This design comes from an exercise in tuning for small area and few clock cycles on the open sky130 flow, not from production work.
The RTL was checked by simulation tests, not by an equivalence proof against the original design.
Power and IR drop assume default switching activity.

## cmap_segment_group_builder
module cmap_segment_group_builder (
	input  logic         clk,
	input  logic         arst_n,
	input  logic         s_tvalid,
	output logic         s_tready,
	input  logic [39:0]  s_tdata,    
	input  logic         s_tuser,    
	output logic         m_tvalid,
	input  logic         m_tready,
	output logic [151:0] m_tdata,    
	output logic [1:0]   m_tuser,    
	output logic         m_tlast
);
Settings: LEC_CHECK=0, CAP_MARGIN=20, CORE_MARGIN=2, CORE_UTILIZATION=40, SLEW_MARGIN=20; clock period 6.0 ns.
standard.sh (not shown) runs the stock make flow with config.mk's settings and CLKGATE_MAP_FILE= SYNTH_SCRIPT=/design/flow/synth_recipe.tcl, a recipe that flattens the netlist after the stock synthesis.
==> flow/flow/run.sh <==
#!/bin/bash
# Standard layout (the standard.sh, standard synthesis unchanged), with
# plain buf_1 cells as the port buffers and a clock tree without dummy loads.
set -e
export BUFFER_PORTS_ARGS="-buffer_cell sky130_fd_sc_hd__buf_1"
export CTS_ARGS="-sink_clustering_enable -repair_clock_nets -dont_use_dummy_load -buf_list sky130_fd_sc_hd__clkbuf_8 -sink_clustering_size 16 -sink_clustering_max_diameter 40"
bash standard.sh > standard.log 2>&1
The first run finished with timing, DRC and antenna clean.
Testbench counts at the start, summed over its fixed seeds: cycles 18,293.
Edit:
- CORE_UTILIZATION: 40 -> 60
Effect: The changed run completed without violations; clock skew rose by 13 ps; synthesized area stays the same; synthesized cell count stays the same; clock-buffer cell count rose by 4; flip-flop and latch count stays the same; via count barely changes; routed wire length fell by 6.5%; global-route usage rose by 7.5 points; hold slack gains 27 ps.
Edit:
--- a/flow/flow/run.sh
+++ b/flow/flow/run.sh
@@ -6 +6 @@
-export CTS_ARGS="-sink_clustering_enable -repair_clock_nets -dont_use_dummy_load -buf_list sky130_fd_sc_hd__clkbuf_8 -sink_clustering_size 16 -sink_clustering_max_diameter 40"
+export CTS_ARGS="-sink_clustering_enable -repair_clock_nets -dont_use_dummy_load "
- CORE_UTILIZATION: 60 -> 40
Result:
- hold slack degrades by 7.8 ps
- total power rose by a few percent
- routed wire length goes up by a little under a tenth
- clock skew drops by 47 ps

---

Setup of quartz:
cmap_segment_group_builder, a different RTL version from the one above (not shown whole).
For scale: roughly 910 cells after synthesis, about 210 flip-flops, roughly 200 I/O pins, roughly 11,000 µm² of cells after synthesis.
==> flow/design.v (excerpt) <==
module cmap_segment_group_builder (
	input  logic         clk,
	input  logic         arst_n,
	input  logic         s_tvalid,
	output logic         s_tready,
	input  logic [39:0]  s_tdata,    
	input  logic         s_tuser,    
	output logic         m_tvalid,
	input  logic         m_tready,
	output logic [151:0] m_tdata,    
	output logic [1:0]   m_tuser,    
	output logic         m_tlast
);
==> flow/config.mk <==
export PLATFORM = sky130hd
export DESIGN_NAME = cmap_segment_group_builder
export DESIGN_NICKNAME = cmap_segment_group_builder
export VERILOG_FILES = /design/flow/design.v
export SDC_FILE = /design/flow/constraint.sdc
export NUM_CORES = 4
export LEC_CHECK = 0
export CAP_MARGIN = 0
export CORE_MARGIN = 2
export CORE_UTILIZATION = 65
export PLACE_DENSITY = 0.75
export SLEW_MARGIN = 0
==> flow/constraint.sdc <==
create_clock -name core_clock -period 6.0 [get_ports {clk}]
set_input_delay 1.2000 -clock core_clock [delete_from_list [all_inputs] [get_ports {clk}]]
set_output_delay 1.2000 -clock core_clock [all_outputs]
set_load 0.01 [all_outputs]
==> flow/flow/run.sh <==
#!/bin/bash
# Standard layout (the standard.sh, standard synthesis unchanged), with
# plain buf_1 cells as the port buffers and a clock tree without dummy loads.
set -e
export BUFFER_PORTS_ARGS="-buffer_cell sky130_fd_sc_hd__buf_1"
export CTS_ARGS="-sink_clustering_enable -repair_clock_nets -dont_use_dummy_load -buf_list sky130_fd_sc_hd__clkbuf_4 -sink_clustering_size 10 -sink_clustering_max_diameter 30"
bash standard.sh > standard.log 2>&1
quartz did not stop at any stage, and its layout met the timing, DRC and antenna checks.
Testbench counts of quartz, summed over its fixed seeds: cycles 18,293.
--- input diff quartz..indigo ---
# quartz
export LEC_CHECK = 0
export CAP_MARGIN = 0
export CORE_MARGIN = 2
export CORE_UTILIZATION = 65
export PLACE_DENSITY = 0.75
export SLEW_MARGIN = 0
create_clock -name core_clock -period 6.0 [get_ports {clk}]
# indigo
export LEC_CHECK = 0
export CAP_MARGIN = 20
export CORE_MARGIN = 2
export CORE_UTILIZATION = 40
export SLEW_MARGIN = 20
create_clock -name core_clock -period 6.0 [get_ports {clk}]
==> flow/flow/run.sh <==
#!/bin/bash
# Standard layout (the standard.sh, standard synthesis unchanged), with
# plain buf_1 cells as the port buffers and a clock tree without dummy loads.
set -e
export BUFFER_PORTS_ARGS="-buffer_cell sky130_fd_sc_hd__buf_1"
export CTS_ARGS="-sink_clustering_enable -repair_clock_nets -dont_use_dummy_load -buf_list {sky130_fd_sc_hd__clkbuf_4 sky130_fd_sc_hd__clkbuf_8} -sink_clustering_size 12 -sink_clustering_max_diameter 40"
bash standard.sh > standard.log 2>&1
Findings:
indigo finished every step from synthesis to the final layout, and the layout passed the timing, DRC and antenna checks. Summary — number of cells in the design after placement, indigo relative to quartz: higher, by 120. Max post-route core utilization across quartz and indigo: quartz. Taking quartz as the reference, in indigo setup slack saw a decrease, wire length on met1 up about 20%, total power of the final layout went up by 5.2%.
#### Input delta (maple over indigo)
# indigo
export LEC_CHECK = 0
export CAP_MARGIN = 20
export CORE_MARGIN = 2
export CORE_UTILIZATION = 40
export SLEW_MARGIN = 20
create_clock -name core_clock -period 6.0 [get_ports {clk}]
# maple
export LEC_CHECK = 0
export CAP_MARGIN = 20
export CORE_MARGIN = 2
export CORE_UTILIZATION = 65
export PLACE_DENSITY = 0.75
export SLEW_MARGIN = 20
create_clock -name core_clock -period 6.0 [get_ports {clk}]
==> flow/flow/run.sh <==
#!/bin/bash
# Standard layout (the standard.sh, standard synthesis unchanged), with
# plain buf_1 cells as the port buffers and a clock tree without dummy loads.
set -e
export BUFFER_PORTS_ARGS="-buffer_cell sky130_fd_sc_hd__buf_1"
export CTS_ARGS="-sink_clustering_enable -repair_clock_nets -dont_use_dummy_load -buf_list sky130_fd_sc_hd__clkbuf_4 -sink_clustering_size 12 -sink_clustering_max_diameter 40"
bash standard.sh > standard.log 2>&1
Findings:
- Compared with indigo, maple shows wire length of the first global-routing pass that has gone down by a little under 10%.
- Signed area change from the synthesized netlist to the final layout down 3.2 points in maple wrt indigo
- indigo → maple: top fanout value on the critical path decreased 3, design area decreased 350 µm².
What tundra does differently from maple at the input level:
# maple
export LEC_CHECK = 0
export CAP_MARGIN = 20
export CORE_MARGIN = 2
export CORE_UTILIZATION = 65
export PLACE_DENSITY = 0.75
export SLEW_MARGIN = 20
create_clock -name core_clock -period 6.0 [get_ports {clk}]
# tundra
export LEC_CHECK = 0
export CAP_MARGIN = 20
export CORE_MARGIN = 2
export CORE_UTILIZATION = 40
export SLEW_MARGIN = 20
create_clock -name core_clock -period 6.0 [get_ports {clk}]
==> comparison <==
Compared with maple, tundra shows routability-driven placement congestion ratio that has gone down by a little under 10%.
Diff maple -> tundra: fraction of the core area covered by cells at the end of the flow lost 27 points, die area climbed about 60%, placed wire-length estimate rose about 11%.
Looking at non-filler instance count after layout, tundra sits 122 above maple.
On area overhead of the layout relative to synthesis, the higher figure sits with tundra, not maple.
The following lists how yarrow was set up differently from tundra:
# tundra
export LEC_CHECK = 0
export CAP_MARGIN = 20
export CORE_MARGIN = 2
export CORE_UTILIZATION = 40
export SLEW_MARGIN = 20
create_clock -name core_clock -period 6.0 [get_ports {clk}]
# yarrow
export LEC_CHECK = 0
export CAP_MARGIN = 20
export CORE_MARGIN = 2
export CORE_UTILIZATION = 65
export PLACE_DENSITY = 0.75
export SLEW_MARGIN = 20
create_clock -name core_clock -period 6.0 [get_ports {clk}]
==> flow/flow/run.sh <==
#!/bin/bash
# Standard layout (the standard.sh, standard synthesis unchanged), with
# plain buf_1 cells as the port buffers and a clock tree without dummy loads.
set -e
export BUFFER_PORTS_ARGS="-buffer_cell sky130_fd_sc_hd__buf_1"
export CTS_ARGS="-sink_clustering_enable -repair_clock_nets -dont_use_dummy_load -root_buf sky130_fd_sc_hd__clkbuf_8 -buf_list sky130_fd_sc_hd__clkbuf_4 -sink_clustering_size 12 -sink_clustering_max_diameter 40"
bash standard.sh > standard.log 2>&1
### Flow results
- Going from tundra to yarrow, length of routed met3 wiring shows an increase of 410 µm, utilization shows an increase of 27 points, sequential cell area share went up 0.55 points, global-route usage picked up an extra 8.1 points, peak supply drop went up.
- Summary — shortest clock period the worst path allows after layout, yarrow relative to tundra: lower, by 0.11 ns.
- Diff yarrow..tundra | share of synthesized cell area in and, or, nand and nor gates | unchanged
- Design area is lower on yarrow
- yarrow reached the final stage; the timing, DRC and antenna checks on its layout passed.
- Measured against each other, tundra and yarrow differ in count of plain and timing-repair buffers, the lower figure coming from tundra.
Input-level comparison between raven and yarrow:
# yarrow
export LEC_CHECK = 0
export CAP_MARGIN = 20
export CORE_MARGIN = 2
export CORE_UTILIZATION = 65
export PLACE_DENSITY = 0.75
export SLEW_MARGIN = 20
create_clock -name core_clock -period 6.0 [get_ports {clk}]
# raven
export LEC_CHECK = 0
export CAP_MARGIN = 20
export CORE_MARGIN = 2
export CORE_UTILIZATION = 65
export GPL_ROUTABILITY_DRIVEN = 0
export GPL_TIMING_DRIVEN = 0
export PLACE_DENSITY = 0.75
export SLEW_MARGIN = 20
create_clock -name core_clock -period 6.0 [get_ports {clk}]
==> flow/flow/run.sh <==
#!/bin/bash
# Standard layout (the standard.sh, standard synthesis unchanged), with
# plain buf_1 cells as the port buffers and a clock tree without dummy loads.
set -e
export BUFFER_PORTS_ARGS="-buffer_cell sky130_fd_sc_hd__buf_1"
export CTS_ARGS="-sink_clustering_enable -repair_clock_nets -dont_use_dummy_load -buf_list sky130_fd_sc_hd__clkbuf_4 -sink_clustering_size 10 -sink_clustering_max_diameter 30"
bash standard.sh > standard.log 2>&1
### Flow results
yarrow -> raven: cell count along the critical path delta 0, exact match. When raven is measured against yarrow, its clock group share of total power turns out 1.3 points higher. Flip-flop and latch count: raven vs yarrow, no meaningful difference. Higher final non-filler cell area among raven and yarrow: raven. raven: switching part of the total is 0.47 points higher than what yarrow reported. Going from yarrow to raven, worst hold slack shrinks by 0.084 ns. Cmp raven and yarrow / fraction of power consumed by combinational cells / lower: yarrow.

==> what the ideal ports hide <==
Ports are ideal in the flow. The routed layouts listed here were re-timed in OpenROAD.
Step 1 sets driving cells, clkbuf_16 on the clock port and buf_2 on the other inputs (assumed; they add their load-dependent delay and slew).
Step 2 adds t to the input delays and takes it off the output delays; t is the mean of the earliest and latest rising clock arrival at the registers after step 1. Input paths then give back, and output paths get back, about the clock's delay inside the block.
a / b / c = no drivers / after step 1 / after step 2; a / b = the first two.
run	t (ns)	slack for setup (ns)	worst setup path at the end	worst data-port slew with drivers (ns)	cell pins on the clock port's net
the first run of note 1	0.591	0.428 / 0.428 / 0.428	register to register	0.06	1
the second run of note 1	0.535	0.404 / 0.404 / 0.404	register to register	0.05	1
the third run of note 1	0.536	0.448 / 0.448 / 0.448	register to register	0.06	1
quartz	0.649	0.384 / 0.384 / 0.384	register to register	0.04	1
indigo	0.591	0.266 / 0.266 / 0.266	register to register	0.09	1
maple	0.665	0.386 / 0.386 / 0.386	register to register	0.04	1
tundra	0.722	0.251 / 0.251 / 0.251	register to register	0.09	1
yarrow	0.544	0.364 / 0.363 / 0.363	register to register	0.04	1
raven	0.660	0.378 / 0.378 / 0.378	register to register	0.03	1
After both steps setup and hold are still met in every run listed. For yarrow, which loses most, drivers alone change the setup slack by -0.001 ns; drivers and shift together by -0.001 ns.
